What follows belongs to an exercise in optimizing a design on an open flow for small area, a short achievable clock period and few clock cycles per item; a production flow would make more cautious choices. Function was checked by simulation only, so behaviour that the tests miss may differ from the original.

## alpha
## port_range_table_core
module port_range_table_core #(
   parameter int DEPTH = prt_pkg::TABLE_DEPTH_DEF
) (
   input  logic        clock,
   input  logic        reset,
   input  logic        req_valid,
   output logic        req_ready,
   input  logic [1:0]  req_command,
   input  logic [15:0] req_first_port,
   input  logic [15:0] req_range_size,
   input  logic        req_protocol,
   output logic        rsp_valid,
   input  logic        rsp_ready,
   output logic [2:0]  rsp_status,
   output logic        rsp_hit,
   output logic [4:0]  rsp_entries_used
);
==> flow/config.mk <==
export PLATFORM = sky130hd
export DESIGN_NAME = port_range_table_core
export DESIGN_NICKNAME = port_range_table_core
export VERILOG_FILES = /design/flow/design.v
export SDC_FILE = /design/flow/constraint.sdc
export NUM_CORES = 4
export LEC_CHECK = 0
export CAP_MARGIN = 20
export CORE_MARGIN = 2
export CORE_UTILIZATION = 60
export CTS_BUF_LIST = sky130_fd_sc_hd__clkbuf_8 sky130_fd_sc_hd__clkbuf_16
export CTS_CLUSTER_DIAMETER = 60
export CTS_CLUSTER_SIZE = 20
export SETUP_SLACK_MARGIN = 3.0
export SLEW_MARGIN = 20
==> flow/constraint.sdc <==
create_clock -name core_clock -period 5.0 [get_ports {clock}]
set_input_delay 1.0000 -clock core_clock [delete_from_list [all_inputs] [get_ports {clock}]]
set_output_delay 1.0000 -clock core_clock [all_outputs]
set_load 0.01 [all_outputs]
run.sh (not shown) runs the stock make flow with config.mk's settings and CLKGATE_MAP_FILE= SYNTH_SCRIPT=/design/flow/synth_recipe.tcl, a recipe that flattens the netlist after the stock synthesis.
Testbench counts of alpha, summed over its fixed seeds: cycles 12,024, items 12,000.
Changes in beta relative to alpha:
- SETUP_SLACK_MARGIN changed from 3.0 to 2.8
==> comparison <==
beta: number of antenna violations at the first check in global routing 3 above alpha
[compare] base=alpha new=beta: synthesized area per cell flat; core utilization shrank by 1.9 points; area added between synthesis and finish went down 3.1 points; overall via count from detail_route saw a decrease.
beta gives less cell area than alpha did.

The RTL this note starts from:
==> flow/design.v <==
package prt_pkg;
   localparam int TABLE_DEPTH_DEF = 16;
   localparam logic [1:0] CMD_ADD    = 2'd0;
   localparam logic [1:0] CMD_DELETE = 2'd1;
   localparam logic [1:0] CMD_COLL   = 2'd2;
   localparam logic [1:0] CMD_EXISTS = 2'd3;
   localparam logic [2:0] ST_OK       = 3'd0;
   localparam logic [2:0] ST_INVALID  = 3'd1;
   localparam logic [2:0] ST_COLLIDE  = 3'd2;
   localparam logic [2:0] ST_FULL     = 3'd3;
   localparam logic [2:0] ST_NOTFOUND = 3'd4;
   typedef struct packed {
      logic        proto;
      logic [15:0] start;
      logic [15:0] stop;
   } entry_type;
   typedef struct packed {
      logic overlap;
      logic exact;
   } match_type;
endpackage
module prt_cmp (
   input  prt_pkg::entry_type key,
   input  prt_pkg::entry_type entry,
   output prt_pkg::match_type match
);
   function automatic logic lt16(input logic [15:0] a, input logic [15:0] b);
      logic [15:0] lt, eq;
      lt = ~a & b;
      eq = ~(a ^ b);
      for (int w = 1; w < 16; w = w * 2) begin
         for (int i = 0; i < 16; i = i + 2 * w) begin
            lt[i] = lt[i + w] | (eq[i + w] & lt[i]);
            eq[i] = eq[i + w] & eq[i];
         end
      end
      lt16 = lt[0];
   endfunction
   logic same_proto;
   assign same_proto    = (entry.proto == key.proto);
   assign match.overlap = same_proto && lt16(entry.start, key.stop) && lt16(key.start, entry.stop);
   assign match.exact   = same_proto && (entry.start == key.start) && (entry.stop == key.stop);
endmodule
module prt_cmp_inv (
   input  prt_pkg::entry_type key,
   input  prt_pkg::entry_type entry,    
   output prt_pkg::match_type match
);
   prt_pkg::entry_type ent;
   assign ent = {entry.proto, ~entry.start, entry.stop};
   prt_cmp u_cmp (
      .key   (key),
      .entry (ent),
      .match (match)
   );
endmodule
module prt_table #(
   parameter int DEPTH = prt_pkg::TABLE_DEPTH_DEF
) (
   input  logic                 clock,
   input  logic                 reset,
   input  prt_pkg::entry_type   key1,        
   input  prt_pkg::entry_type   key2,        
   input  logic [DEPTH-1:0]     del_vec,     
   input  logic                 add_en,      
   input  logic                 del_en,      
   input  logic                 one_free,    
   output logic [DEPTH-1:0]     overlap,     
   output logic [DEPTH-1:0]     exact,       
   output logic [DEPTH-1:0]     first_free,
   output logic [DEPTH-1:0]     valid,
   output logic                 full
);
   logic [32:0]        mem [DEPTH];    
   prt_pkg::entry_type key2_st;
   assign key2_st = {key2.proto, ~key2.start, key2.stop};
   logic [DEPTH-1:0]   valid_ff, valid_in;
   logic               full_ff;
   for (genvar i = 0; i < DEPTH; i++) begin : g_ent
      prt_pkg::match_type m;
      prt_pkg::entry_type ent;
      assign ent = mem[i];
      prt_cmp_inv u_cmp (
         .key   (key1),
         .entry (ent),
         .match (m)
      );
      assign overlap[i] = m.overlap && valid_ff[i];
      assign exact[i]   = m.exact && valid_ff[i];
      always_ff @(posedge clock) begin
         if (!valid_ff[i]) begin
            mem[i] <= key2_st;
         end
      end
   end
   always_comb begin
      logic seen;
      seen = 1'b0;
      for (int i = 0; i < DEPTH; i++) begin
         first_free[i] = !valid_ff[i] && !seen;
         seen          = seen || !valid_ff[i];
      end
   end
   assign full  = full_ff;
   assign valid = valid_ff;
   always_comb begin
      valid_in = valid_ff & ~del_vec;
      if (add_en) valid_in = valid_in | first_free;
   end
   always_ff @(posedge clock) begin
      if (reset) begin
         valid_ff <= '0;
         full_ff  <= 1'b0;
      end else begin
         valid_ff <= valid_in;
         full_ff  <= (full_ff && !del_en) || (add_en && one_free);
      end
   end
endmodule
module port_range_table_core #(
   parameter int DEPTH = prt_pkg::TABLE_DEPTH_DEF
) (
   input  logic        clock,
   input  logic        reset,
   input  logic        req_valid,
   output logic        req_ready,
   input  logic [1:0]  req_command,
   input  logic [15:0] req_first_port,
   input  logic [15:0] req_range_size,
   input  logic        req_protocol,
   output logic        rsp_valid,
   input  logic        rsp_ready,
   output logic [2:0]  rsp_status,
   output logic        rsp_hit,
   output logic [4:0]  rsp_entries_used
);
   localparam int CNT_W = $clog2(DEPTH + 1);
   localparam int QD    = 4;
   logic [16:0]        port_sum;
   logic               accept, pop;
   logic               v1_ff;
   logic [1:0]         cmd1_ff;
   logic               bad1_ff;
   prt_pkg::entry_type key1_ff;
   logic [DEPTH-1:0]   ov1;
   prt_pkg::match_type byp1;
   logic               bad2_ff;
   logic [1:0]         cmd2_ff;
   logic               is_add2_ff, is_del2_ff, is_rsp2_ff;
   prt_pkg::entry_type key2_ff;
   logic [DEPTH-1:0]   ov2_ff;
   logic               byp_ov2_ff, byp_ex2_ff;
   logic [DEPTH-1:0]   prev_add_ff;    
   logic [DEPTH-1:0]   valid, ov2, del_vec, first_free;
   logic               added_ff, ov_byp, ex_byp;
   logic [DEPTH-1:0]   ex1, ex2_ff, ex2;
   logic               any_ov, any_ex, full;
   logic               add_ok, del_ok;
   logic [2:0]         status_in;
   logic               hit_in;
   logic [CNT_W-1:0]   used_ff, used_in, used_up, used_dn;
   logic [8:0]         q_mem [QD];
   logic [8:0]         q_in;
   logic [2:0]         q_cnt_ff;       
   logic               q_nonempty_ff;
   logic [2:0]         inflight_ff;    
   logic               ready_ff;
   assign accept    = req_valid && req_ready;
   assign pop       = rsp_valid && rsp_ready;
   assign port_sum  = {1'b0, req_first_port} + {1'b0, req_range_size};
   always_ff @(posedge clock) begin
      if (reset) begin
         v1_ff       <= 1'b0;
         is_rsp2_ff  <= 1'b0;
         is_add2_ff  <= 1'b0;
         is_del2_ff  <= 1'b0;
         prev_add_ff <= '0;
         added_ff    <= 1'b0;
      end else begin
         v1_ff       <= accept;
         is_rsp2_ff  <= v1_ff;
         is_add2_ff  <= v1_ff && !bad1_ff && (cmd1_ff == prt_pkg::CMD_ADD);
         is_del2_ff  <= v1_ff && !bad1_ff && (cmd1_ff == prt_pkg::CMD_DELETE);
         prev_add_ff <= first_free & {DEPTH{add_ok}};
         added_ff    <= add_ok;
      end
   end
   always_ff @(posedge clock) begin
      cmd1_ff       <= req_command;
      bad1_ff       <= (req_range_size == 16'd0) || port_sum[16];
      key1_ff.proto <= req_protocol;
      key1_ff.start <= req_first_port;
      key1_ff.stop  <= port_sum[15:0];
   end
   prt_table #(
      .DEPTH(DEPTH)
   ) u_table (
      .clock      (clock),
      .reset      (reset),
      .key1       (key1_ff),
      .key2       (key2_ff),
      .del_vec    (del_vec),
      .add_en     (add_ok),
      .del_en     (del_ok),
      .one_free   (used_ff == CNT_W'(DEPTH - 1)),
      .overlap    (ov1),
      .exact      (ex1),
      .first_free (first_free),
      .valid      (valid),
      .full       (full)
   );
   prt_cmp u_byp (
      .key   (key1_ff),
      .entry (key2_ff),
      .match (byp1)
   );
   always_ff @(posedge clock) begin
      bad2_ff    <= bad1_ff;
      cmd2_ff    <= cmd1_ff;
      key2_ff    <= key1_ff;
      ov2_ff     <= ov1;
      ex2_ff     <= ex1;
      byp_ov2_ff <= byp1.overlap;
      byp_ex2_ff <= byp1.exact;
   end
   assign ov2     = ov2_ff & valid;
   assign ex2     = ex2_ff & valid;
   assign ov_byp  = byp_ov2_ff && added_ff;
   assign ex_byp  = byp_ex2_ff && added_ff;
   assign any_ov  = (|ov2) || ov_byp;
   assign any_ex  = (|ex2) || ex_byp;
   assign add_ok  = is_add2_ff && !any_ov && !full;
   assign del_ok  = is_del2_ff && any_ex;
   assign del_vec = (ex2 | (prev_add_ff & {DEPTH{byp_ex2_ff}})) & {DEPTH{is_del2_ff}};
   always_comb begin
      status_in = prt_pkg::ST_OK;
      hit_in    = 1'b0;
      if (bad2_ff) begin
         status_in = prt_pkg::ST_INVALID;
      end else begin
         case (cmd2_ff)
            prt_pkg::CMD_ADD: begin
               if (any_ov)     status_in = prt_pkg::ST_COLLIDE;
               else if (full)  status_in = prt_pkg::ST_FULL;
            end
            prt_pkg::CMD_DELETE: begin
               if (!any_ex)    status_in = prt_pkg::ST_NOTFOUND;
            end
            prt_pkg::CMD_COLL: hit_in = any_ov;
            default:           hit_in = any_ex;
         endcase
      end
   end
   assign used_up = used_ff + CNT_W'(1);
   assign used_dn = used_ff - CNT_W'(1);
   always_comb begin
      used_in = used_ff;
      if (add_ok) begin
         used_in = used_up;
      end else if (del_ok) begin
         used_in = used_dn;
      end
   end
   always_ff @(posedge clock) begin
      if (reset) begin
         used_ff <= '0;
      end else begin
         used_ff <= used_in;
      end
   end
   assign q_in = {status_in, hit_in, 5'(used_in)};
   always_ff @(posedge clock) begin
      for (int i = 0; i < QD; i++) begin
         if (pop) begin
            if (32'(i + 1) < 32'(q_cnt_ff)) begin
               q_mem[i] <= q_mem[i + 1 < QD ? i + 1 : i];
            end else if (32'(i + 1) == 32'(q_cnt_ff)) begin
               q_mem[i] <= q_in;
            end
         end else if (32'(i) >= 32'(q_cnt_ff)) begin
            q_mem[i] <= q_in;
         end
      end
   end
   always_ff @(posedge clock) begin
      if (reset) begin
         q_cnt_ff      <= '0;
         q_nonempty_ff <= 1'b0;
         inflight_ff   <= '0;
         ready_ff      <= 1'b0;
      end else begin
         q_cnt_ff      <= q_cnt_ff + 3'(is_rsp2_ff) - 3'(pop);
         q_nonempty_ff <= (q_cnt_ff + 3'(is_rsp2_ff) - 3'(pop)) != 3'd0;
         inflight_ff   <= inflight_ff + 3'(accept) - 3'(pop);
         ready_ff      <= (inflight_ff + 3'(accept) - 3'(pop)) < 3'(QD);
      end
   end
   assign req_ready = ready_ff;
   assign rsp_valid = q_nonempty_ff;
   assign {rsp_status, rsp_hit, rsp_entries_used} = q_mem[0];
endmodule
==> flow/config.mk <==
export PLATFORM = sky130hd
export DESIGN_NAME = port_range_table_core
export DESIGN_NICKNAME = port_range_table_core
export VERILOG_FILES = /design/flow/design.v
export SDC_FILE = /design/flow/constraint.sdc
export NUM_CORES = 4
export LEC_CHECK = 0
export CAP_MARGIN = 20
export CORE_MARGIN = 2
export CORE_UTILIZATION = 55
export CTS_BUF_LIST = sky130_fd_sc_hd__clkbuf_16
export CTS_CLUSTER_DIAMETER = 70
export CTS_CLUSTER_SIZE = 25
export SETUP_SLACK_MARGIN = 2.8
export SLEW_MARGIN = 20
==> flow/constraint.sdc <==
create_clock -name core_clock -period 5.0 [get_ports {clock}]
set_input_delay 1.0000 -clock core_clock [delete_from_list [all_inputs] [get_ports {clock}]]
set_output_delay 1.0000 -clock core_clock [all_outputs]
set_load 0.01 [all_outputs]
Testbench counts at the start, summed over its fixed seeds: cycles 12,024, items 12,000.
Then changed:
--- a/flow/config.mk
+++ b/flow/config.mk
@@ -8,8 +8,8 @@
 export CAP_MARGIN = 20
 export CORE_MARGIN = 2
-export CORE_UTILIZATION = 55
-export CTS_BUF_LIST = sky130_fd_sc_hd__clkbuf_16
-export CTS_CLUSTER_DIAMETER = 70
-export CTS_CLUSTER_SIZE = 25
+export CORE_UTILIZATION = 60
+export CTS_BUF_LIST = sky130_fd_sc_hd__clkbuf_8 sky130_fd_sc_hd__clkbuf_16
+export CTS_CLUSTER_DIAMETER = 60
+export CTS_CLUSTER_SIZE = 20
 export SETUP_SLACK_MARGIN = 2.8
 export SLEW_MARGIN = 20
Design area hardly moves.
Area after synthesis stays the same.
Cell count goes down by 2.0%.

==> static timing again, ports no longer ideal <==
The flow's constraints put no driver on any port. The routed layouts listed below were extracted and timed again, unchanged, in two steps.
Step 1 assumes that a clkbuf_16 drives the clock port and a buf_2 every other input.
Step 2 times the ports against the registers' clock, not the clock port: input delays grow and output delays shrink by t, the midpoint of the rising clock arrivals with the driver on.
Three values: ideal, step 1, step 2; two values: the first two.
run | t, ns | setup slack, ns | worst setup path after step 2 | pins driven straight from the clock port
alpha | 0.733 | 2.565 / 2.565 / 2.134 | input to register | 1
beta | 0.720 | 2.622 / 2.622 / 2.045 | input to register | 1
the first run of note 2 | 0.708 | 2.540 / 2.540 / 2.113 | input to register | 1
the second run of note 2 | 0.726 | 2.652 / 2.652 / 2.058 | input to register | 1
After both steps setup and hold are still met in every run listed. For the second run of note 2, which loses most, drivers alone change the setup slack by 0.000 ns; drivers and shift together by -0.594 ns.
